What follows belongs to an exercise in optimizing a design on an open flow for small area; a production flow would make more cautious choices.
Only simulation tests tie the RTL to the original design; equivalence was not proved.
Power figures rest on the tool's default switching activity, not on a simulated workload.

## design/flow/design.v

```verilog
module spi_flash_slave #(
    parameter int          P_MEM_DEPTH   = 256,
    parameter int          P_PROG_CYCLES = 64,
    parameter logic [23:0] P_JEDEC_ID    = 24'hEF4018
) (
    input  logic clk,
    input  logic rst,
    input  logic i_spi_cs,
    input  logic i_spi_clk,
    input  logic i_spi_mosi,
    output logic o_spi_miso,
    output logic o_busy,
    output logic o_wel
);
    localparam logic [7:0] OP_WREN  = 8'h06;
    localparam logic [7:0] OP_WRDI  = 8'h04;
    localparam logic [7:0] OP_RDSR  = 8'h05;
    localparam logic [7:0] OP_JEDEC = 8'h9F;
    localparam logic [7:0] OP_READ  = 8'h03;
    localparam logic [7:0] OP_PP    = 8'h02;
    localparam logic [7:0] OP_CE    = 8'hC7;
    typedef enum logic [3:0] {
        ST_IDLE    = 4'd0,
        ST_CMD     = 4'd1,
        ST_ADDR_RD = 4'd2,
        ST_ADDR_PP = 4'd3,
        ST_OUT_SR  = 4'd4,
        ST_OUT_ID  = 4'd5,
        ST_OUT_RD  = 4'd6,
        ST_DIN     = 4'd7,
        ST_DIN_ANY = 4'd8,
        ST_W_WREN  = 4'd9,
        ST_W_WRDI  = 4'd10,
        ST_W_CE    = 4'd11,
        ST_IGNORE  = 4'd12
    } state_t;
    state_t state_r;
    logic [2:0] cs_sync_r, sclk_sync_r;
    logic [1:0] mosi_sync_r;
    logic [4:0] cnt_r;
    logic [6:0] shift_r;
    logic [7:0] addr_r;
    logic       busy_cap_r, miso_r, busy_r, wel_r;
    logic [7:0] busy_cnt_r;
    logic [7:0] wbuf0_r;        
    logic [1:0] wpend_r;
    logic [4:0] rot_r;
    logic [7:0][31:0][7:0] ring_r;
    logic       cs_s, cs_fall_s, sclk_rise_s, sclk_fall_s, mosi_s, prog_we_s, erase_s;
    logic [7:0] shift_full_s;
    logic       out_bit_s;
    assign cs_s         = cs_sync_r[1];
    assign cs_fall_s    = cs_sync_r[2] & ~cs_sync_r[1];
    assign sclk_rise_s  = ~sclk_sync_r[2] & sclk_sync_r[1];
    assign sclk_fall_s  = sclk_sync_r[2] & ~sclk_sync_r[1];
    assign mosi_s       = mosi_sync_r[1];
    assign shift_full_s = {shift_r, mosi_s};
    assign erase_s      = busy_r & busy_cnt_r[7];
    assign prog_we_s    = ((state_r == ST_DIN) || (state_r == ST_DIN_ANY)) && !cs_s && sclk_rise_s
                          && (cnt_r[2:0] == 3'd7);
    function automatic state_t decode_op(input logic [7:0] op, input logic busy, input logic wel);
        state_t st;
        if (busy && (op != OP_RDSR)) begin
            st = ST_IGNORE;
        end else begin
            case (op)
                OP_WREN:  st = ST_W_WREN;
                OP_WRDI:  st = ST_W_WRDI;
                OP_CE:    st = ST_W_CE;
                OP_RDSR:  st = ST_OUT_SR;
                OP_JEDEC: st = ST_OUT_ID;
                OP_READ:  st = ST_ADDR_RD;
                OP_PP:    st = wel ? ST_ADDR_PP : ST_IGNORE;
                default:  st = ST_IGNORE;
            endcase
        end
        decode_op = st;
    endfunction
    logic [7:0] id_s;
    always_comb begin
        case (cnt_r[4:3])    
            2'd0:    id_s = P_JEDEC_ID[23:16];
            2'd1:    id_s = P_JEDEC_ID[15:8];
            2'd2:    id_s = P_JEDEC_ID[7:0];
            default: id_s = 8'h00;
        endcase
    end
    logic [4:0] pos_s;
    logic [6:0] pre_r;
    logic [3:0] c7_r;
    logic [5:0] tg7_s;          
    logic [2:0] tap7_s;         
    logic [1:0] c7i_s;          
    logic       b7_s;
    assign pos_s  = addr_r[4:0] + rot_r;
    assign tg7_s  = (state_r != ST_OUT_RD) ? (cnt_r[0] ? addr_r[6:1] : addr_r[5:0]) :
                    (cnt_r[2:0] != 3'd0)   ? addr_r[7:2] + 6'(addr_r[1:0] == 2'd3) : addr_r[7:2];
    assign tap7_s = tg7_s[2:0] + rot_r[4:2] + 3'(rot_r[1:0] != 2'd0);
    assign c7i_s  = 2'd0 - rot_r[1:0];
    assign b7_s   = c7_r[addr_r[1:0]];
    logic [7:0]  r_oh, r7_oh, t7_oh;
    logic [15:0] t6_oh;
    logic [7:0]  t5_oh;
    logic [5:0]  t4_oh;
    logic [3:0]  t2_oh;
    logic [2:0]  t0_oh;
    logic        ld4_s, ld0_s;
    logic        v7_s;
    logic [6:0]  v_s;
    assign r_oh  = 8'd1 << addr_r[7:5];
    assign r7_oh = 8'd1 << tg7_s[5:3];
    assign t7_oh = 8'd1 << tap7_s;
    assign t6_oh = 16'd1 << pos_s[4:1];
    assign t5_oh = 8'd1 << pos_s[4:2];
    assign t2_oh = 4'd1 << pos_s[4:3];
    assign t4_oh = {pos_s == 5'd26, pos_s == 5'd21, pos_s == 5'd16,
                    pos_s == 5'd10, pos_s == 5'd5,  pos_s == 5'd0};
    assign t0_oh = {pos_s == 5'd22, pos_s == 5'd11, pos_s == 5'd0};
    assign ld4_s = |t4_oh;
    assign ld0_s = |t0_oh;
    function automatic int tap4(input int j);
        tap4 = (j < 3) ? 5 * j : 16 + 5 * (j - 3);
    endfunction
    always_comb begin
        logic u;
        v7_s = 1'b0;
        v_s  = '0;
        for (int j = 0; j < 8; j++) begin
            u = 1'b0;
            for (int r = 0; r < 8; r++) u = u | (r7_oh[r] & ring_r[r][4*j][7]);
            v7_s = v7_s | (t7_oh[j] & u);
        end
        for (int j = 0; j < 16; j++) begin
            u = 1'b0;
            for (int r = 0; r < 8; r++) u = u | (r_oh[r] & ring_r[r][2*j][6]);
            v_s[6] = v_s[6] | (t6_oh[j] & u);
        end
        for (int j = 0; j < 8; j++) begin
            u = 1'b0;
            for (int r = 0; r < 8; r++) u = u | (r_oh[r] & ring_r[r][4*j][5]);
            v_s[5] = v_s[5] | (t5_oh[j] & u);
        end
        for (int j = 0; j < 6; j++) begin
            u = 1'b0;
            for (int r = 0; r < 8; r++) u = u | (r_oh[r] & ring_r[r][tap4(j)][4]);
            v_s[4] = v_s[4] | (t4_oh[j] & u);
        end
        for (int b = 2; b < 4; b++) begin
            for (int j = 0; j < 4; j++) begin
                u = 1'b0;
                for (int r = 0; r < 8; r++) u = u | (r_oh[r] & ring_r[r][8*j][b]);
                v_s[b] = v_s[b] | (t2_oh[j] & u);
            end
        end
        for (int b = 0; b < 2; b++) begin
            for (int j = 0; j < 3; j++) begin
                u = 1'b0;
                for (int r = 0; r < 8; r++) u = u | (r_oh[r] & ring_r[r][11*j][b]);
                v_s[b] = v_s[b] | (t0_oh[j] & u);
            end
        end
    end
    always_ff @(posedge clk) begin
        if (prog_we_s && addr_r[0]) begin
            c7_r[0] <= shift_full_s[7];
            pre_r   <= shift_full_s[6:0];
        end else if (!wpend_r[1]) begin
            if (c7i_s == 2'd0)         c7_r[0]    <= v7_s;
            if (pos_s[0] == 1'b0)      pre_r[6]   <= v_s[6];
            if (pos_s[1:0] == 2'b00)   pre_r[5]   <= v_s[5];
            if (ld4_s)                 pre_r[4]   <= v_s[4];
            if (pos_s[2:0] == 3'b000)  pre_r[3:2] <= v_s[3:2];
            if (ld0_s)                 pre_r[1:0] <= v_s[1:0];
        end
        if (c7i_s != 2'd0) c7_r[c7i_s] <= v7_s;
    end
    logic [2:0] wr1_s, wr2_s;
    logic       hit1_s, hit2_s;
    logic [7:0] wd_s;
    logic [7:0] whit_s;
    assign wr1_s  = addr_r[7:5] - 3'((addr_r[4:0] == 5'd0));
    assign wr2_s  = addr_r[7:5] - 3'((addr_r[4:1] == 4'd0));
    assign hit1_s = wpend_r[~addr_r[0]] && (pos_s == 5'd0);
    assign hit2_s = wpend_r[addr_r[0]]  && (pos_s == 5'd1);
    logic [7:0] wbuf1_s;
    assign wbuf1_s = {c7_r[0], pre_r};
    assign wd_s    = (hit1_s ^ addr_r[0]) ? wbuf1_s : wbuf0_r;
    always_comb begin
        for (int r = 0; r < 8; r++)
            whit_s[r] = (hit1_s && (wr1_s == 3'(r))) || (hit2_s && (wr2_s == 3'(r)));
    end
    always_comb begin
        case (state_r)
            ST_OUT_SR: out_bit_s = (cnt_r[2:0] == 3'd6) ? wel_r :
                                   (cnt_r[2:0] == 3'd7) ? busy_cap_r : 1'b0;
            ST_OUT_ID: out_bit_s = id_s[~cnt_r[2:0]];
            default:   out_bit_s = (cnt_r[2:0] == 3'd0) ? b7_s : pre_r[~cnt_r[2:0]];
        endcase
    end
    state_t     state_n;
    logic       miso_n, busy_n, wel_n;
    logic [4:0] cnt_n;
    logic [7:0] busy_cnt_n;
    always_comb begin
        state_n    = state_r;
        miso_n     = miso_r;
        busy_n     = busy_r;
        wel_n      = wel_r;
        cnt_n      = cnt_r;
        busy_cnt_n = busy_cnt_r;
        if (busy_r) begin
            busy_cnt_n = busy_cnt_r - 8'd1;
            if (busy_cnt_r == 8'd0) busy_n = 1'b0;
        end
        if ((state_r != ST_IDLE) && cs_s) begin
            state_n = ST_IDLE;
            miso_n  = 1'b1;
            cnt_n   = 5'd0;
            case (state_r)
                ST_W_WREN: wel_n = 1'b1;
                ST_W_WRDI: wel_n = 1'b0;
                ST_W_CE: begin
                    if (wel_r) begin
                        busy_n     = 1'b1;
                        busy_cnt_n = 8'd255;
                        wel_n      = 1'b0;
                    end
                end
                ST_DIN_ANY: begin
                    busy_n     = 1'b1;
                    busy_cnt_n = 8'd63;
                    wel_n      = 1'b0;
                end
                default: ;
            endcase
        end else begin
            case (state_r)
                ST_IDLE: begin
                    if (cs_fall_s) begin
                        state_n = ST_CMD;
                        cnt_n   = 5'd0;
                        miso_n  = 1'b1;
                    end
                end
                ST_CMD: begin
                    if (sclk_rise_s) begin
                        if (cnt_r[2:0] == 3'd7) begin
                            state_n = decode_op(shift_full_s, busy_r, wel_r);
                            cnt_n   = 5'd0;
                        end else begin
                            cnt_n = cnt_r + 5'd1;
                        end
                    end
                end
                ST_ADDR_RD, ST_ADDR_PP: begin
                    if (sclk_rise_s) begin
                        if (cnt_r == 5'd23) begin
                            cnt_n   = 5'd0;
                            state_n = (state_r == ST_ADDR_RD) ? ST_OUT_RD : ST_DIN;
                        end else begin
                            cnt_n = cnt_r + 5'd1;
                        end
                    end
                end
                ST_OUT_SR, ST_OUT_ID, ST_OUT_RD: begin
                    if (sclk_fall_s) begin
                        miso_n     = out_bit_s;
                        cnt_n[2:0] = cnt_r[2:0] + 3'd1;
                        if ((cnt_r[2:0] == 3'd7) && (cnt_r[4:3] != 2'd3))
                            cnt_n[4:3] = cnt_r[4:3] + 2'd1;
                    end
                end
                ST_DIN, ST_DIN_ANY: begin
                    if (sclk_rise_s) begin
                        if (cnt_r[2:0] == 3'd7) begin
                            state_n    = ST_DIN_ANY;
                            cnt_n[2:0] = 3'd0;
                        end else begin
                            cnt_n[2:0] = cnt_r[2:0] + 3'd1;
                        end
                    end
                end
                default: ;
            endcase
        end
    end
    always_ff @(posedge clk or negedge rst) begin
        if (!rst) begin
            state_r     <= ST_IDLE;
            cs_sync_r   <= 3'b111;
            sclk_sync_r <= 3'b000;
            miso_r      <= 1'b1;
            busy_r      <= 1'b0;
            wel_r       <= 1'b0;
        end else begin
            cs_sync_r   <= {cs_sync_r[1:0], i_spi_cs};
            sclk_sync_r <= {sclk_sync_r[1:0], i_spi_clk};
            state_r     <= state_n;
            miso_r      <= miso_n;
            busy_r      <= busy_n;
            wel_r       <= wel_n;
        end
    end
    always_ff @(posedge clk) begin
        mosi_sync_r <= {mosi_sync_r[0], i_spi_mosi};
        cnt_r       <= cnt_n;
        busy_cnt_r  <= busy_cnt_n;
        rot_r       <= erase_s ? 5'd0 : rot_r + 5'd1;
        if ((state_r == ST_CMD) && !cs_s && sclk_rise_s && (cnt_r[2:0] == 3'd7)) begin
            busy_cap_r <= busy_r;
        end else if (((state_r == ST_OUT_SR) || (state_r == ST_OUT_ID)) && !cs_s && sclk_fall_s
                     && (cnt_r[2:0] == 3'd7)) begin
            busy_cap_r <= busy_r;
        end
        if (((state_r == ST_CMD) || (state_r == ST_DIN) || (state_r == ST_DIN_ANY)) && !cs_s && sclk_rise_s)
            shift_r <= shift_full_s[6:0];
        if (((state_r == ST_ADDR_RD) || (state_r == ST_ADDR_PP)) && !cs_s && sclk_rise_s)
            addr_r <= {addr_r[6:0], mosi_s};
        else if (((state_r == ST_OUT_RD) && !cs_s && sclk_fall_s && (cnt_r[2:0] == 3'd7)) || prog_we_s)
            addr_r <= addr_r + 8'd1;
        if (prog_we_s && !addr_r[0]) wbuf0_r <= shift_full_s;
        for (int p = 0; p < 2; p++) begin
            if (prog_we_s && (addr_r[0] == 1'(p)))
                wpend_r[p] <= 1'b1;
            else if (erase_s || ((addr_r[0] == 1'(p)) ? hit2_s : hit1_s))
                wpend_r[p] <= 1'b0;
        end
    end
    always_ff @(posedge clk) begin
        for (int r = 0; r < 8; r++) begin
            for (int k = 1; k < 32; k++) ring_r[r][k] <= ring_r[r][k-1];
            ring_r[r][0] <= (ring_r[r][31] | {8{erase_s}}) & (wd_s | {8{~whit_s[r]}});
        end
    end
    assign o_spi_miso = miso_r;
    assign o_busy     = busy_r;
    assign o_wel      = wel_r;
endmodule
```

## design/flow/config.mk

```make
export PLATFORM = sky130hd
export DESIGN_NAME = spi_flash_slave
export DESIGN_NICKNAME = spi_flash_slave
export VERILOG_FILES = /design/flow/design.v
export SDC_FILE = /design/flow/constraint.sdc
export NUM_CORES = 4
export LEC_CHECK = 0
export CAP_MARGIN = 20
export CORE_MARGIN = 2
export CORE_UTILIZATION = 55
export PLACE_DENSITY = 0.65
export SLEW_MARGIN = 20
```

## design/flow/flow/run.sh

```bash
#!/bin/bash
# Standard ORFS layout (the standard.sh), with clock tree synthesis told not to add dummy
# loads and to build its leaf clusters of up to 11 flip-flops from clkbuf_4 cells. Each tool's
# output is in orfs/logs/; make's own output is in make_finish.log.
set -euo pipefail
export CTS_ARGS="-sink_clustering_enable -repair_clock_nets -dont_use_dummy_load -sink_clustering_size 11 -sink_clustering_max_diameter 40 -buf_list sky130_fd_sc_hd__clkbuf_4"
bash standard.sh finish > make_finish.log 2>&1
```

## design/flow/standard.sh

```bash
#!/bin/bash
# synth_recipe.tcl (not shown) runs the flow's synth.tcl, then flattens the netlist and writes it again
# the make line also repeats each setting of config.mk as NAME=value (left out here)
make -C /OpenROAD-flow-scripts/flow DESIGN_CONFIG=/design/flow/config.mk WORK_HOME=/design/flow/orfs CLKGATE_MAP_FILE= SYNTH_SCRIPT=/design/flow/synth_recipe.tcl "${@:-finish}"
```

## design/flow/constraint.sdc

```tcl
create_clock -name core_clock -period 10.0 [get_ports {clk}]
set_input_delay 2.0000 -clock core_clock [delete_from_list [all_inputs] [get_ports {clk}]]
set_output_delay 2.0000 -clock core_clock [all_outputs]
set_load 0.01 [all_outputs]
```

==> results of run 1 <==
==> cell usage after synthesis (5+ instances only) <==
library cell  instances  area, um^2
a21o_1                6       45.04
and3_1                7       43.79
nand2b_1             12       75.07
nor2b_1              10       62.56
a22o_1               20       175.2
clkbuf_1             68       255.2
a31oi_1              17       106.4
a211oi_1              7       52.55
dfxtp_1            2071       41460
a311oi_1              6       52.55
nor3_1               20       100.1
inv_1                19       71.32
mux2i_1              37       370.4
nand3_1              38       190.2
buf_2                11       55.05
xor2_1                8       70.07
nand2_1              94       352.8
nor2_1              129       484.2
or3_1                 9       56.30
a22oi_1             114       855.8
nand4_1              36       225.2
ha_1                 28       350.3
edfxtp_1             34        1021
o21ai_0              45       225.2
a221oi_1             24       210.2
dfrtp_1               9       225.2
buf_1                 6       22.52
mux4_2                5       112.6
o22ai_1               9       56.30
xnor2_1              10       87.58
and2_1               10       62.56
a21oi_1             124       620.6
==> report_power, final <==
part | switching [mW] | total (mW) | internal, mW
clock | 2.31 | 3.31 | 1.01
combinational | 0.641 | 1.06 | 0.414
sequential | 1.39 | 13.8 | 12.4
total | 4.34 | 18.2 | 13.8
==> cells by family (layout without fill, tap and decap cells) <==
kind of cell    after synthesis  after routing  share of synthesized area [%]
flops                      2118           2118                          87.01
buf+inv                     108            271                         0.8672
mux                          46             46                          1.073
compound gates              428            428                          5.979
other cells                   0              8                              0
xor+xnor                     19             19                         0.3535
fa+ha+maj                    31             31                         0.8342
simple gates                396            396                          3.878
==> critical path: stages, from the launching register on <==
cell       delay, ns
dfxtp_1         0.74
inv_1           0.21
ha_1            0.28
nand2b_1        0.32
mux2i_1         0.23
a21oi_1         0.11
fa_1            0.42
fa_1            0.38
xnor2_1         0.17
xnor2_2         0.40
and2_4          0.27
a2111o_1        0.15
a221oi_2        0.05
a2111oi_2       0.54
a21oi_1         0.17
a32o_1          0.29
==> state kept, by name, indices dropped and copies added, names as in the netlist, 3 cells and up <==
register and cells:
wbuf0_r 8, state_r 4, c7_r 4, sclk_sync_r 3, addr_r 8, busy_cnt_r 8
shift_r 7, pre_r 7, cnt_r 5, rot_r 5, ring_r 2048, cs_sync_r 3
==> path summary, 6_finish.rpt <==
check | start | to | depth (start not counted)
max | cnt_r[0] | c7_r[2] | 15
min | ring_r[1994] | ring_r[2002] | 0
max reg2reg | cnt_r[0] | c7_r[2] | 15
min reg2reg | ring_r[1994] | ring_r[2002] | 0
max in group asynchronous | rst | sclk_sync_r[0] | 1
min in group asynchronous | rst | state_r[1] | 1
==> area by class of cell <==
class	count	area [um^2]
antenna	8	20.02
clock buffer	220	1652
fill	6749	36200
inverter	21	78.83
multi-input combinational	920	6047
sequential	2118	42810
tap	1165	1458
timing repair buffer	30	242.7
==> per-stage QoR <==
step / util [%] / power (mW) / instance area (um^2) / worst slack [ns] / instances
after floorplan: - / 14.04 / 49200 / 5.754 / 3146
after global placement: 57.19 / 14.97 / 50620 / 5.152 / 4254
after detailed placement: 57.19 / 15.04 / 50620 / 5.072 / 4254
after CTS: 59.05 / 18.37 / 52270 / 5.089 / 4474
after global routing: 59.10 / 19.14 / 52310 / 4.586 / 4482
final: 59.10 / 18.17 / 52310 / 5.071 / 4482
==> routing by layer <==
metal  vias up  global-route usage, %  share of wire (%)
met4         2                  7.858                2.7
li1      10850                      -                  -
met2       645                  28.48                 44
met5         -                      0              0.013
met3       191                  4.226                5.5
met1     10960                  26.64                 48
==> impl_metrics.json, run 1 <==
{
  "outcome": "complete, no violations",
  "setup_viol": 0,
  "core_mm2": 0.08851,
  "start_util_pct": 55.59,
  "ys.flop_type": "dfxtp_1",
  "drtAntennaViolNets": 0,
  "antenna_found_initial": 3,
  "hold_viol": 0,
  "fmax_ghz": 0.2029,
  "grt_max_degree": 58,
  "ys_seq_elements": 2118,
  "finalClockSkew_ns": 0.1415,
  "nets": 3347,
  "numPortBuffers": 7,
  "synth_cell_types": 82,
  "ys_seq_area_share_pct": 87.01,
  "hold_path.class": "reg -> reg",
  "p_leak_nw": 21.22,
  "post_cts_resized": 0,
  "final_common_cell": "dfxtp_1",
  "rsz0062_at_grt": "false",
  "finalCriticalPeriod_ns": 4.929,
  "avgSynthCellArea_um2": 15.64,
  "drt_iter0_markers": 1468,
  "die_y_um": 303.1,
  "vias_per_cell": 5.052,
  "rows": 109,
  "wl_mm": 85.18,
  "synth_edf_count": 34,
  "async_reset_ff_share_pct": 0.6138,
  "cts_made_buffers": 220,
  "wl_per_cell_um": 19.00,
  "clk_pin_slew_ns": 0.11,
  "worst_slew_pin_slew_ns": 1.119,
  "cts_setup_buffers": 0,
  "htreeDepth": 4,
  "hold_buffers": 0,
  "crit_arrival_ns": 5.73,
  "drtPass1Iterations": 5,
  "fp.dieW_um": 303.1,
  "netlist_instances": 3146,
  "grt_pass1_vias": 23340,
  "drive_above_1_share_pct": 8.885,
  "synth_area_mm2": 0.04920,
  "drv_slew": 0,
  "p_per_area_mw_per_mm2": 347.3,
  "slew_headroom_pct": 25.43,
  "tns_ns": 0,
  "final.period_utilization_pct": 49.29,
  "start_kind": "flip-flop",
  "hpwl_mm": 52.01,
  "globalplace.congestion": 0.8767,
  "grt.total_usage_pct": 18.93,
  "insertion_delay_ns": 1.10,
  "grt_pass1_wl_mm": 131.7,
  "worstPathRequired_ns": 10.80,
  "ir_drop_v": 0.0001982,
  "cts_root_buffer": "clkbuf_4",
  "ys_warn_count": 1,
  "die-area_mm2": 0.09186,
  "holdWs_ns": 0.2625,
  "cp-end-kind": "flip-flop",
  "critical_path_class": "reg -> reg",
  "final_cell_mix": "dfxtp_1, clkbuf_4, nor2_1",
  "synth_nets": 3182,
  "cts_max_path_buffers": 3,
  "cts_tree": "done",
  "cp_max_fo": 20,
  "overflow": 0,
  "cts_sinks": 2118,
  "route.detailed.drc": 0,
  "ios": 8,
  "max-cap-violations": 0,
  "reg2reg_setup_slack_ns": 5.07,
  "dr_total_vias": 22640,
  "area_growth_pct": 6.320
}
==> run 2: changes to the inputs <==
--- a/design/flow/design.v
+++ b/design/flow/design.v
@@ -44,3 +44,2 @@
     logic [7:0] busy_cnt_r;
-    logic [7:0] wbuf0_r;        
     logic [1:0] wpend_r;
@@ -88,4 +87,4 @@
     logic [4:0] pos_s;
-    logic [6:0] pre_r;
-    logic [3:0] c7_r;
+    logic [4:0] pre_r;
+    logic [3:0] c7_r, c6_r, c5_r;
     logic [5:0] tg7_s;          
@@ -93,3 +92,3 @@
     logic [1:0] c7i_s;          
-    logic       b7_s;
+    logic       b7_s, b6_s, b5_s, keep6_s, keep5_s;
     assign pos_s  = addr_r[4:0] + rot_r;
@@ -100,5 +99,8 @@
     assign b7_s   = c7_r[addr_r[1:0]];
+    assign b6_s   = c6_r[addr_r[1:0]];
+    assign b5_s   = c5_r[addr_r[1:0]];
+    assign keep6_s = (state_r == ST_OUT_RD) && (cnt_r[2:0] == 3'd1) && (c7i_s == addr_r[1:0]);
+    assign keep5_s = (state_r == ST_OUT_RD) && (cnt_r[2:1] == 2'd1 || cnt_r[2:0] == 3'd1)
+                     && (c7i_s == addr_r[1:0]);
     logic [7:0]  r_oh, r7_oh, t7_oh;
-    logic [15:0] t6_oh;
-    logic [7:0]  t5_oh;
     logic [5:0]  t4_oh;
@@ -107,3 +109,3 @@
     logic        ld4_s, ld0_s;
-    logic        v7_s;
+    logic        v7_s, v6_s, v5_s;
     logic [6:0]  v_s;
@@ -112,4 +114,2 @@
     assign t7_oh = 8'd1 << tap7_s;
-    assign t6_oh = 16'd1 << pos_s[4:1];
-    assign t5_oh = 8'd1 << pos_s[4:2];
     assign t2_oh = 4'd1 << pos_s[4:3];
@@ -120,44 +120,55 @@
     assign ld0_s = |t0_oh;
-    function automatic int tap4(input int j);
-        tap4 = (j < 3) ? 5 * j : 16 + 5 * (j - 3);
-    endfunction
-    always_comb begin
-        logic u;
-        v7_s = 1'b0;
-        v_s  = '0;
-        for (int j = 0; j < 8; j++) begin
-            u = 1'b0;
-            for (int r = 0; r < 8; r++) u = u | (r7_oh[r] & ring_r[r][4*j][7]);
-            v7_s = v7_s | (t7_oh[j] & u);
-        end
-        for (int j = 0; j < 16; j++) begin
-            u = 1'b0;
-            for (int r = 0; r < 8; r++) u = u | (r_oh[r] & ring_r[r][2*j][6]);
-            v_s[6] = v_s[6] | (t6_oh[j] & u);
-        end
-        for (int j = 0; j < 8; j++) begin
-            u = 1'b0;
-            for (int r = 0; r < 8; r++) u = u | (r_oh[r] & ring_r[r][4*j][5]);
-            v_s[5] = v_s[5] | (t5_oh[j] & u);
-        end
-        for (int j = 0; j < 6; j++) begin
-            u = 1'b0;
-            for (int r = 0; r < 8; r++) u = u | (r_oh[r] & ring_r[r][tap4(j)][4]);
-            v_s[4] = v_s[4] | (t4_oh[j] & u);
-        end
-        for (int b = 2; b < 4; b++) begin
-            for (int j = 0; j < 4; j++) begin
-                u = 1'b0;
-                for (int r = 0; r < 8; r++) u = u | (r_oh[r] & ring_r[r][8*j][b]);
-                v_s[b] = v_s[b] | (t2_oh[j] & u);
-            end
+    logic [7:0] u7_s, u6_s, u5_s;    
+    logic [5:0] u4_s;
+    logic [3:0] u3_s, u2_s;
+    logic [2:0] u1_s, u0_s;
+    for (genvar j = 0; j < 8; j++) begin : g_t7
+        logic [7:0] d7, d6, d5;
+        for (genvar r = 0; r < 8; r++) begin : g_r
+            assign d7[r] = ring_r[r][4*j][7];
+            assign d6[r] = ring_r[r][4*j][6];
+            assign d5[r] = ring_r[r][4*j][5];
+        end
+        rd_aor8 u_7 (.s(r7_oh), .d(d7), .y(u7_s[j]));
+        rd_aor8 u_6 (.s(r7_oh), .d(d6), .y(u6_s[j]));
+        rd_aor8 u_5 (.s(r7_oh), .d(d5), .y(u5_s[j]));
+    end
+    rd_aor8 u_v7 (.s(t7_oh), .d(u7_s), .y(v7_s));
+    rd_aor8 u_v6 (.s(t7_oh), .d(u6_s), .y(v6_s));
+    rd_aor8 u_v5 (.s(t7_oh), .d(u5_s), .y(v5_s));
+    for (genvar j = 0; j < 6; j++) begin : g_t4
+        logic [7:0] d;
+        for (genvar r = 0; r < 8; r++) begin : g_r
+            assign d[r] = ring_r[r][(j < 3) ? 5 * j : 16 + 5 * (j - 3)][4];
         end
-        for (int b = 0; b < 2; b++) begin
-            for (int j = 0; j < 3; j++) begin
-                u = 1'b0;
-                for (int r = 0; r < 8; r++) u = u | (r_oh[r] & ring_r[r][11*j][b]);
-                v_s[b] = v_s[b] | (t0_oh[j] & u);
-            end
+        rd_aor8 u_4 (.s(r_oh), .d(d), .y(u4_s[j]));
+    end
+    rd_aor6 u_v4 (.s(t4_oh), .d(u4_s), .y(v_s[4]));
+    for (genvar j = 0; j < 4; j++) begin : g_t2
+        logic [7:0] d3, d2;
+        for (genvar r = 0; r < 8; r++) begin : g_r
+            assign d3[r] = ring_r[r][8*j][3];
+            assign d2[r] = ring_r[r][8*j][2];
         end
+        rd_aor8 u_3 (.s(r_oh), .d(d3), .y(u3_s[j]));
+        rd_aor8 u_2 (.s(r_oh), .d(d2), .y(u2_s[j]));
     end
+    rd_aor4 u_v3 (.s(t2_oh), .d(u3_s), .y(v_s[3]));
+    rd_aor4 u_v2 (.s(t2_oh), .d(u2_s), .y(v_s[2]));
+    for (genvar j = 0; j < 3; j++) begin : g_t0
+        logic [7:0] d1, d0;
+        for (genvar r = 0; r < 8; r++) begin : g_r
+            assign d1[r] = ring_r[r][11*j][1];
+            assign d0[r] = ring_r[r][11*j][0];
+        end
+        rd_aor8 u_1 (.s(r_oh), .d(d1), .y(u1_s[j]));
+        rd_aor8 u_0 (.s(r_oh), .d(d0), .y(u0_s[j]));
+    end
+    rd_aor3 u_v1 (.s(t0_oh), .d(u1_s), .y(v_s[1]));
+    rd_aor3 u_v0 (.s(t0_oh), .d(u0_s), .y(v_s[0]));
+    assign v_s[6:5] = 2'b00;
+    logic [3:0] hold7_s, hold6_s, hold5_s;
+    assign hold7_s = {{3{wpend_r[0]}}, wpend_r[1]};
+    assign hold6_s = {{3{wpend_r[0]}}, wpend_r[1]};
+    assign hold5_s = {1'b0, {2{wpend_r[0]}}, wpend_r[1]};
     always_ff @(posedge clk) begin
@@ -165,7 +176,6 @@
             c7_r[0] <= shift_full_s[7];
-            pre_r   <= shift_full_s[6:0];
+            c6_r[0] <= shift_full_s[6];
+            c5_r[0] <= shift_full_s[5];
+            pre_r   <= shift_full_s[4:0];
         end else if (!wpend_r[1]) begin
-            if (c7i_s == 2'd0)         c7_r[0]    <= v7_s;
-            if (pos_s[0] == 1'b0)      pre_r[6]   <= v_s[6];
-            if (pos_s[1:0] == 2'b00)   pre_r[5]   <= v_s[5];
             if (ld4_s)                 pre_r[4]   <= v_s[4];
@@ -174,19 +184,34 @@
         end
-        if (c7i_s != 2'd0) c7_r[c7i_s] <= v7_s;
+        if (prog_we_s && !addr_r[0]) begin
+            c7_r[3] <= shift_full_s[7];
+            c6_r[3] <= shift_full_s[6];
+            c7_r[2] <= shift_full_s[5];
+            c6_r[2] <= shift_full_s[4];
+            c5_r[2] <= shift_full_s[3];
+            c7_r[1] <= shift_full_s[2];
+            c6_r[1] <= shift_full_s[1];
+            c5_r[1] <= shift_full_s[0];
+        end
+        for (int k = 0; k < 4; k++) begin
+            if (!(prog_we_s && (k == 0 ? addr_r[0] : !addr_r[0]))) begin
+                if (c7i_s == 2'(k) && !hold7_s[k])             c7_r[k] <= v7_s;
+                if (c7i_s == 2'(k) && !hold6_s[k] && !keep6_s) c6_r[k] <= v6_s;
+            end
+            if (!(prog_we_s && (k == 0 ? addr_r[0] : (k != 3 && !addr_r[0])))) begin
+                if (c7i_s == 2'(k) && !hold5_s[k] && !keep5_s) c5_r[k] <= v5_s;
+            end
+        end
     end
-    logic [2:0] wr1_s, wr2_s;
-    logic       hit1_s, hit2_s;
-    logic [7:0] wd_s;
+    logic       widx_s, hit_s, borrow_s;
+    logic [2:0] wring_s;
+    logic [7:0] wd_s, wbuf1_s, wbuf0_s;
     logic [7:0] whit_s;
-    assign wr1_s  = addr_r[7:5] - 3'((addr_r[4:0] == 5'd0));
-    assign wr2_s  = addr_r[7:5] - 3'((addr_r[4:1] == 4'd0));
-    assign hit1_s = wpend_r[~addr_r[0]] && (pos_s == 5'd0);
-    assign hit2_s = wpend_r[addr_r[0]]  && (pos_s == 5'd1);
-    logic [7:0] wbuf1_s;
-    assign wbuf1_s = {c7_r[0], pre_r};
-    assign wd_s    = (hit1_s ^ addr_r[0]) ? wbuf1_s : wbuf0_r;
-    always_comb begin
-        for (int r = 0; r < 8; r++)
-            whit_s[r] = (hit1_s && (wr1_s == 3'(r))) || (hit2_s && (wr2_s == 3'(r)));
-    end
+    assign widx_s   = ~(addr_r[0] ^ pos_s[0]);       
+    assign hit_s    = wpend_r[widx_s] && (pos_s[4:1] == 4'd0);
+    assign borrow_s = pos_s[0] ? (addr_r[4:1] == 4'd0) : (addr_r[4:0] == 5'd0);
+    assign wring_s  = addr_r[7:5] - 3'(borrow_s);
+    assign whit_s   = hit_s ? (8'd1 << wring_s) : 8'd0;
+    assign wbuf1_s  = {c7_r[0], c6_r[0], c5_r[0], pre_r};
+    assign wbuf0_s  = {c7_r[3], c6_r[3], c7_r[2], c6_r[2], c5_r[2], c7_r[1], c6_r[1], c5_r[1]};
+    assign wd_s     = widx_s ? wbuf1_s : wbuf0_s;
     always_comb begin
@@ -196,3 +221,5 @@
             ST_OUT_ID: out_bit_s = id_s[~cnt_r[2:0]];
-            default:   out_bit_s = (cnt_r[2:0] == 3'd0) ? b7_s : pre_r[~cnt_r[2:0]];
+            default:   out_bit_s = (cnt_r[2:0] == 3'd0) ? b7_s :
+                                   (cnt_r[2:0] == 3'd1) ? b6_s :
+                                   (cnt_r[2:0] == 3'd2) ? b5_s : pre_r[~cnt_r[2:0]];
         endcase
@@ -320,3 +347,2 @@
             addr_r <= addr_r + 8'd1;
-        if (prog_we_s && !addr_r[0]) wbuf0_r <= shift_full_s;
         for (int p = 0; p < 2; p++) begin
@@ -324,3 +350,3 @@
                 wpend_r[p] <= 1'b1;
-            else if (erase_s || ((addr_r[0] == 1'(p)) ? hit2_s : hit1_s))
+            else if (erase_s || (hit_s && (widx_s == 1'(p))))
                 wpend_r[p] <= 1'b0;
@@ -328,2 +354,8 @@
     end
+    logic [7:0][7:0] port_s;
+    for (genvar r = 0; r < 8; r++) begin : g_port
+        for (genvar i = 0; i < 8; i++) begin : g_bit
+            wr_port u_p (.q(ring_r[r][31][i]), .e(erase_s), .w(wd_s[i]), .nh(~whit_s[r]), .y(port_s[r][i]));
+        end
+    end
     always_ff @(posedge clk) begin
@@ -331,3 +363,3 @@
             for (int k = 1; k < 32; k++) ring_r[r][k] <= ring_r[r][k-1];
-            ring_r[r][0] <= (ring_r[r][31] | {8{erase_s}}) & (wd_s | {8{~whit_s[r]}});
+            ring_r[r][0] <= port_s[r];
         end
@@ -338 +370,41 @@
 endmodule
+module rd_nand4 (input logic a, b, c, d, output logic y);
+    assign y = ~(a & b & c & d);
+endmodule
+module rd_a222oi (input logic a1, a2, b1, b2, c1, c2, output logic y);
+    assign y = ~((a1 & a2) | (b1 & b2) | (c1 & c2));
+endmodule
+module rd_nand2 (input logic a, b, output logic y);
+    assign y = ~(a & b);
+endmodule
+module rd_inv (input logic a, output logic y);
+    assign y = ~a;
+endmodule
+module rd_aor8 (input logic [7:0] s, input logic [7:0] d, output logic y);
+    logic n0, n1, n2, n3;
+    rd_a222oi g0 (.a1(s[0]), .a2(d[0]), .b1(s[1]), .b2(d[1]), .c1(s[2]), .c2(d[2]), .y(n0));
+    rd_a222oi g1 (.a1(s[3]), .a2(d[3]), .b1(s[4]), .b2(d[4]), .c1(s[5]), .c2(d[5]), .y(n1));
+    rd_nand2  g2 (.a(s[6]), .b(d[6]), .y(n2));
+    rd_nand2  g3 (.a(s[7]), .b(d[7]), .y(n3));
+    rd_nand4  g4 (.a(n0), .b(n1), .c(n2), .d(n3), .y(y));
+endmodule
+module rd_aor6 (input logic [5:0] s, input logic [5:0] d, output logic y);
+    logic n0, n1;
+    rd_a222oi g0 (.a1(s[0]), .a2(d[0]), .b1(s[1]), .b2(d[1]), .c1(s[2]), .c2(d[2]), .y(n0));
+    rd_a222oi g1 (.a1(s[3]), .a2(d[3]), .b1(s[4]), .b2(d[4]), .c1(s[5]), .c2(d[5]), .y(n1));
+    rd_nand2  g2 (.a(n0), .b(n1), .y(y));
+endmodule
+module rd_aor4 (input logic [3:0] s, input logic [3:0] d, output logic y);
+    logic n0, n1;
+    rd_a222oi g0 (.a1(s[0]), .a2(d[0]), .b1(s[1]), .b2(d[1]), .c1(s[2]), .c2(d[2]), .y(n0));
+    rd_nand2  g1 (.a(s[3]), .b(d[3]), .y(n1));
+    rd_nand2  g2 (.a(n0), .b(n1), .y(y));
+endmodule
+module rd_aor3 (input logic [2:0] s, input logic [2:0] d, output logic y);
+    logic n0;
+    rd_a222oi g0 (.a1(s[0]), .a2(d[0]), .b1(s[1]), .b2(d[1]), .c1(s[2]), .c2(d[2]), .y(n0));
+    rd_inv    g1 (.a(n0), .y(y));
+endmodule
+module wr_port (input logic q, e, w, nh, output logic y);
+    assign y = (q | e) & (w | nh);
+endmodule
==> design/flow/flow/run.sh (replaced) <==
#!/bin/bash
# Standard ORFS layout (the standard.sh), with clock tree synthesis told not to add dummy
# loads and to build its leaf clusters of up to 10 flip-flops from clkbuf_4 cells. Each tool's
# output is in orfs/logs/; make's own output is in make_finish.log.
set -euo pipefail
export CTS_ARGS="-sink_clustering_enable -repair_clock_nets -dont_use_dummy_load -sink_clustering_size 10 -sink_clustering_max_diameter 40 -buf_list sky130_fd_sc_hd__clkbuf_4"
bash standard.sh finish > make_finish.log 2>&1
--- a/design/flow/config.mk
+++ b/design/flow/config.mk
@@ -12 +12,2 @@
 export SLEW_MARGIN = 20
+export SYNTH_HIERARCHICAL = 1
==> run 2 against run 1 <==
Critical endpoint is now c7_r[0]. Final area is 1.4% lower. Non-clock buffer count is 9 lower. Clock skew is 0.029 ns lower. Flip-flop and latch count is 2 lower. Still clean on timing, DRC and antenna. Worst hold slack better by 0.0035 ns. Wire length is 4.8% lower. Area after synthesis is 1.9% lower.
==> impl_metrics.json, run 2 <==
{
  "outcome": "complete, no violations",
  "hold_buffers": 0,
  "grt.total_usage_pct": 18.25,
  "worstHoldStart": "ring_r[994]",
  "drive_above_1_share_pct": 9.545,
  "seqCellArea_mm2": 0.04265,
  "wl_per_cell_um": 18.75,
  "insertion_delay_ns": 1.09,
  "max-cap-violations": 0,
  "drtPass1Iterations": 6,
  "synth_cell_types": 76,
  "clkPwrFrac_pct": 18.1,
  "pwr-share-seq_pct": 74.5,
  "ir_drop_v": 0.0001828,
  "cts_sinks": 2116,
  "grt_pass1_vias": 21940,
  "yosysMostFrequentCell": "dfxtp_1",
  "worst_slew_pin_slew_ns": 1.146,
  "dr_total_vias": 21450,
  "cts_made_buffers": 238,
  "final_util_pct": 59.38,
  "final.period_utilization_pct": 51.63,
  "worstPathRequired_ns": 10.83,
  "switching_share_pct": 24.14,
  "setup_viol": 0,
  "hold_path.class": "reg -> reg",
  "async_reset_ff_share_pct": 0.6144,
  "total_power_mw": 18.79,
  "start_util_pct": 55.56,
  "layout_setup_ws_ns": 4.837,
  "numPortBuffers": 7,
  "rsz0062_at_grt": "false",
  "hpwl_mm": 50.19,
  "ys.flop_type": "dfxtp_1",
  "globalplace.congestion": 0.8286,
  "synth_area_leader_cell": "dfxtp_1",
  "grt_max_degree": 53,
  "power.switching_mw": 4.536,
  "holdWs_ns": 0.2660,
  "drtAntennaViolNets": 0,
  "fmax_ghz": 0.1937,
  "ys_top_cells_by_count": "dfxtp_1, nand2_1, a222oi_1",
  "critical_path_class": "reg -> reg",
  "holdPathStages": 0,
  "crit_path_start": "cnt_r[0]",
  "finalClockSkew_ns": 0.1128,
  "nFillCells": 6528,
  "final_common_cell": "dfxtp_1",
  "reg_top3": "ring_r x2048, addr_r x8, busy_cnt_r x8",
  "r2r-end": "c7_r[0]",
  "route.detailed.drc": 0,
  "drt_iter0_markers": 1516,
  "intPower_mw": 14.25,
  "min_to": "ring_r[1002]",
  "overflow": 0,
  "area_growth_pct": 6.865,
  "reg2reg_setup_slack_ns": 4.84,
  "synth_nets": 2976,
  "ios": 8,
  "die_y_um": 300.3,
  "avgSynthCellArea_um2": 16.43,
  "rows": 108,
  "ys_warn_count": 7,
  "fp.dieW_um": 300.3,
  "synth_edf_count": 22,
  "post-place-ws_ns": 4.977,
  "die-area_mm2": 0.09016,
  "htreeDepth": 4,
  "finalCriticalPeriod_ns": 5.163,
  "start_kind": "flip-flop",
  "synth.area.top_cells": "dfxtp_1, a222oi_1, edfxtp_1",
  "tns_ns": 0,
  "cts_max_path_buffers": 3,
  "post_cts_resized": 0,
  "fin_area_mm2": 0.05159,
  "clk_pin_slew_ns": 0.09,
  "ys_seq_elements": 2116,
  "multiInputGateArea_mm2": 0.005415,
  "worst_r2r_path_depth": 13,
  "vias_per_cell": 4.957,
  "p_leak_nw": 20.97,
  "hold_viol": 0,
  "nets": 3203,
  "cts_setup_buffers": 0,
  "dpl_cell_area_mm2": 0.04978,
  "drv_slew": 0,
  "cp_max_fo": 24,
  "cp-end-kind": "flip-flop",
  "ys_seq_area_share_pct": 88.35,
  "max_flop_register": "ring_r",
  "p_per_area_mw_per_mm2": 364.1,
  "cts_tree": "done",
  "crit_arrival_ns": 5.99,
  "slew_headroom_pct": 23.59,
  "cts_root_buffer": "clkbuf_4",
  "core_mm2": 0.08689,
  "antenna_found_initial": 7,
  "synth_area_mm2": 0.04828,
  "placed_cells": 4081,
  "r2r-start": "cnt_r[0]",
  "largest_reg_flops": 2048,
  "netlist_instances": 2939,
  "p_comb_share_pct": 7.3,
  "wl_mm": 81.11,
  "grt_pass1_wl_mm": 124.5,
  "instances_no_fill": 4327,
  "final_cell_mix": "dfxtp_1, clkbuf_4, nand2_1",
  "netlist.area_leader.share_pct": 86.29
}
## run 2: changes by cell type after synthesis, moves of 22 or more
| cell | delta |
|---|---|
| a22oi_1 | -114 |
| a222oi_1 | +100 |
| a21oi_1 | -90 |
| nor2_1 | -78 |
| nand2_1 | +72 |
| o22a_1 | +65 |
| clkbuf_1 | -52 |
| a221oi_1 | -24 |
| nand4_1 | +22 |
## run 2: worst max-delay path by stage
| stage | cells past startpoint | end |
|---|---|---|
| floorplan | 16 | c7_r[0] |
| global placement | 13 | c7_r[0] |
| detailed placement | 13 | c7_r[2] |
| CTS | 13 | c7_r[0] |
| global route | 13 | c7_r[3] |
| finish | 13 | c7_r[0] |
## run 2: logic make-up (layout without fill, tap and decap cells)
| kind of cell | Yosys count | after routing | share of synthesized area (%) |
|---|---|---|---|
| buffers and inverters | 60 | 285 | 0.5443 |
| and+or+nand+nor | 377 | 377 | 3.794 |
| adders and majority gates | 33 | 33 | 0.8993 |
| muxes | 40 | 40 | 0.9693 |
| AOI/OAI and AO/OA | 283 | 283 | 4.885 |
| DFF | 2116 | 2116 | 88.35 |
| other | 0 | 8 | 0 |
| xor gates and xnor gates | 30 | 30 | 0.5598 |
## run 2: worst max-delay path: stages (launching register included)
cell and delay (ns):
dfxtp_1 0.83, inv_1 0.15, ha_1 0.25, or2b_1 0.27, nand4_1 0.19, xnor2_1 0.19
mux2i_1 0.68, and3b_1 0.62, a222oi_1 0.51, nand4_1 0.16, a222oi_1 0.42, nand4_1 0.32
mux2i_1 0.23, a21oi_1 0.08
## run 2: power groups by stage
stage	Clock, mW	Combinational (mW)	Sequential [mW]
finish	3.41	1.38	14.0
global route	3.87	1.50	14.4
CTS	3.55	1.37	14.1
detailed placement	0	1.36	14.2
global placement	0	1.32	14.1
floorplan	0	1.03	13.4
## run 2: Yosys stat by module (local to each module, per instance), excerpt
module | flops+latches | cell area (um^2) | cells inside
rd_a222oi | 0 | 10.01 | 1
rd_inv | 0 | 3.754 | 1
rd_nand2 | 0 | 3.754 | 1
rd_nand4 | 0 | 6.256 | 1
spi_flash_slave | 2116 | 46040 | 2627
wr_port | 0 | 8.758 | 1
## run 2: layout make-up
class	instances	share of cell area, %
inverters	26	0.1892
flip-flops and latches	2116	82.67
repair buffers	21	0.3395
diodes	8	0.03880
multi-input cells	763	10.50
clock buffers	238	3.463
well taps	1155	2.801
## run 2: metal layers
layer / global-route usage, % / share of wire (%) / wire length [um] / vias to the layer above
met5: 0 / 0 / 0 / -
met4: 7.548 / 2.5 / 2018 / 0
met3: 4.177 / 5.4 / 4397 / 148
met2: 28.05 / 45 / 36590 / 564
met1: 25.08 / 47 / 38110 / 10360
li1: - / - / - / 10380
==> run 3: changes to the inputs <==
==> design/flow/flow/run.sh (replaced) <==
#!/bin/bash
# Standard ORFS layout (the standard.sh), with clock tree synthesis told not to add dummy
# loads and to build its leaf clusters of up to 11 flip-flops from clkbuf_4 cells. Each tool's
# output is in orfs/logs/; make's own output is in make_finish.log.
set -euo pipefail
export CTS_ARGS="-sink_clustering_enable -repair_clock_nets -dont_use_dummy_load -sink_clustering_size 11 -sink_clustering_max_diameter 40 -buf_list sky130_fd_sc_hd__clkbuf_4"
bash standard.sh finish > make_finish.log 2>&1
==> run 3 against run 2 <==
Cell count down 0.53%. Largest power group unchanged. Critical path depth stayed put. Still clean. Critical path type unchanged. Total power is 0.65% lower. Area after synthesis unchanged.
==> impl_metrics.json, run 3 <==
{
  "path_common_cell": "nand4_1",
  "p_per_area_mw_per_mm2": 362.8,
  "drtAntennaViolNets": 0,
  "crit_family": "simple AND/OR/NAND/NOR gates",
  "synth_area_mm2": 0.04828,
  "async_reset_ff_share_pct": 0.6144,
  "die-area_mm2": 0.09016,
  "numPortBuffers": 7,
  "netlist.area_leader.share_pct": 86.29,
  "yosysMostFrequentCell": "dfxtp_1",
  "layout_setup_ws_ns": 4.847,
  "ys.flop_type": "dfxtp_1",
  "ios": 8,
  "drv_slew": 0,
  "grt_use_met1_pct": 25.15,
  "ys_warn_count": 7,
  "tns_ns": 0,
  "cts_made_buffers": 218,
  "synth_edf_count": 22,
  "crit_path_start": "cnt_r[0]",
  "largest_reg_flops": 2048,
  "final_common_cell": "dfxtp_1",
  "cts_sinks": 2116,
  "worst-path-buf-inv": 1,
  "area_growth_pct": 6.539,
  "dr_total_vias": 21380,
  "total_power_mw": 18.66,
  "grt_use_met2_pct": 27.80,
  "insertion_delay_ns": 1.11,
  "r2r-end": "c7_r[0]",
  "drt_iter0_markers": 1575,
  "clk_pin_slew_ns": 0.10,
  "die_y_um": 300.3,
  "grt_pass1_vias": 21650,
  "path_depth": 13,
  "synth.area.top_cells": "dfxtp_1, a222oi_1, edfxtp_1",
  "wl_mm": 80.85,
  "worst_slew_pin_slew_ns": 1.124,
  "critPathMaxStageDelay_ns": 0.83,
  "critical_path.endpoint": "c7_r[0]",
  "htreeDepth": 4,
  "post_cts_resized": 0,
  "cts_root_buffer": "clkbuf_4",
  "post-place-ws_ns": 4.977,
  "reg2reg_setup_slack_ns": 4.85,
  "final.period_utilization_pct": 51.53,
  "synth_area_leader_cell": "dfxtp_1",
  "p_leak_nw": 20.88,
  "fmax_ghz": 0.1941,
  "slew_headroom_pct": 25.07,
  "wl_per_cell_um": 18.78,
  "cp-end-kind": "flip-flop",
  "hpwl_mm": 50.19,
  "finalClockSkew_ns": 0.1339,
  "cp_slowest_cell": "dfxtp_1",
  "ys_seq_area_share_pct": 88.35,
  "drtPass1Iterations": 8,
  "rsz0062_at_grt": "false",
  "r2r-start": "cnt_r[0]",
  "worstPathRequired_ns": 10.80,
  "cts_setup_buffers": 0,
  "finalCriticalPeriod_ns": 5.153,
  "core_mm2": 0.08689,
  "ys_top_cells_by_count": "dfxtp_1, nand2_1, a222oi_1",
  "crit_arrival_ns": 5.95,
  "hold_buffers": 0,
  "path_cells": "inv_1, ha_1, or2b_1, nand4_1, xnor2_1, mux2i_1, and3b_1, a222oi_1, nand4_1, a222oi_1, nand4_1, mux2i_1, a21oi_1",
  "worst_r2r_path_depth": 13,
  "globalplace.congestion": 0.8286,
  "hold_path.class": "reg -> reg",
  "setup_viol": 0,
  "start_kind": "flip-flop",
  "route.detailed.drc": 0,
  "antenna_found_initial": 6,
  "hold_viol": 0,
  "max_flop_register": "ring_r",
  "grt_max_degree": 53,
  "ir_drop_v": 0.0001922,
  "synth_nets": 2976,
  "avgSynthCellArea_um2": 16.43,
  "critical_path_class": "reg -> reg",
  "drive_above_1_share_pct": 8.969,
  "ys_seq_elements": 2116,
  "busiest_layer": "met2",
  "netlist_instances": 2939,
  "vias_per_cell": 4.967,
  "max-cap-violations": 0,
  "nFillCells": 6502,
  "cts_max_path_buffers": 3,
  "final_cell_mix": "dfxtp_1, clkbuf_4, nand2_1",
  "cp_max_fo": 24,
  "grt.total_usage_pct": 18.18,
  "reg_top3": "ring_r x2048, addr_r x8, busy_cnt_r x8",
  "grt_pass1_wl_mm": 123.8,
  "nets": 3183,
  "fp.dieW_um": 300.3,
  "synth_cell_types": 76,
  "overflow": 0,
  "start_util_pct": 55.56,
  "rows": 108,
  "grt_use_met3_pct": 4.148,
  "cts_tree": "done",
  "outcome": "complete, no violations"
}
[run 3: cell counts after synthesis]
Identical to the previous run, type by type.
[run 3: worst reg2reg max path, cell delays in order, from the launching register on]
cell      delay, ns
dfxtp_1        0.83
inv_1          0.15
ha_1           0.25
or2b_1         0.27
nand4_1        0.19
xnor2_1        0.19
mux2i_1        0.67
and3b_1        0.62
a222oi_1       0.52
nand4_1        0.16
a222oi_1       0.41
nand4_1        0.33
mux2i_1        0.23
a21oi_1        0.08
[run 3: layer usage]
layer  wire [um]  part of all wire [%]
met5           0                     0
met3        4494                   5.6
met1       38030                    47
met2       36450                    45
met4        1867                   2.3
[run 3: cell families (layout without fill, tap and decap cells)]
| group | after synthesis | count (layout) | synth area share, % |
|---|---|---|---|
| other | 0 | 5 | 0 |
| and+or+nand+nor | 377 | 377 | 3.794 |
| adders and majority gates | 33 | 33 | 0.8993 |
| xor gates and xnor gates | 30 | 30 | 0.5598 |
| buffers and inverters | 60 | 265 | 0.5443 |
| DFF | 2116 | 2116 | 88.35 |
| muxes | 40 | 40 | 0.9693 |
| AOI/OAI and AO/OA | 283 | 283 | 4.885 |
[run 3: through the flow]
stage | util (%) | std cells | cell area, um^2 | hold WS [ns]
after floorplan | - | 2939 | 48280 | 0.3096
after global placement | 57.29 | 4081 | 49780 | 0.3095
after detailed placement | 57.29 | 4081 | 49780 | 0.3121
after CTS | 59.17 | 4299 | 51420 | 0.2418
after global routing | 59.18 | 4300 | 51420 | 0.2461
final | 59.19 | 4304 | 51430 | 0.2531
[run 3: report_power, final]
part / switching, mW / internal, mW
clock: 2.29 / 1.00
sequential: 1.43 / 12.6
combinational: 0.780 / 0.597
total: 4.50 / 14.2
[run 3: per-module statistics from Yosys (local to each module, per instance), excerpt]
| module | cells | area [um^2] | flip-flops and latches |
|---|---|---|---|
| spi_flash_slave | 2627 | 46040 | 2116 |
| rd_nand4 | 1 | 6.256 | 0 |
| rd_nand2 | 1 | 3.754 | 0 |
| wr_port | 1 | 8.758 | 0 |
| rd_a222oi | 1 | 10.01 | 0 |
| rd_inv | 1 | 3.754 | 0 |
[run 3: worst min path at each step]
stage | startpoint | to | slack [ns] | cells past startpoint
floorplan | mosi_sync_r[0] | mosi_sync_r[1] | 0.31 | 0
global placement | ring_r[342] | ring_r[350] | 0.31 | 0
detailed placement | ring_r[1145] | ring_r[1153] | 0.31 | 0
CTS | ring_r[971] | ring_r[979] | 0.24 | 0
global route | ring_r[1237] | ring_r[1245] | 0.25 | 0
finish | ring_r[1522] | ring_r[1530] | 0.25 | 0
[run 3: cell type report]
type,instances,area (um^2),share of cell area [%]
flip-flops and latches,2116,42650,82.93
multi-input cells,763,5415,10.53
clock buffers,218,1637,3.182
well taps,1155,1445,2.810
repair buffers,21,175.2,0.3406
inverters,26,97.59,0.1897
diodes,5,12.51,0.02433

-- afterwards: timing with drivers on the ports --
How much do the figures lean on ideal ports? The routed layouts below were timed once more, with nothing changed but the port constraints. Step 1 sets driving cells, clkbuf_16 on the clock port and buf_2 on the other inputs (assumed; they add their load-dependent delay and slew). Step 2 moves the port delays by t, midway between the first and last clock arrival at a register: inputs arrive t later, outputs are due t later. That takes back most of the time a late clock gives input paths. Three values: ideal, step 1, step 2; two values: the first two.
run | t (ns) | slack for setup (ns) | worst setup path at the end | clock arrival spread, ns | worst slew at a driven data input, ns
run 1 | 1.094 | 5.071 / 5.071 / 5.071 | register to register | 0.150 / 0.150 | 0.04
run 2 | 1.103 | 4.837 / 4.837 / 4.837 | register to register | 0.134 / 0.133 | 0.03
run 3 | 1.081 | 4.847 / 4.847 / 4.847 | register to register | 0.176 / 0.177 | 0.03
After both steps setup and hold are still met in every run listed.
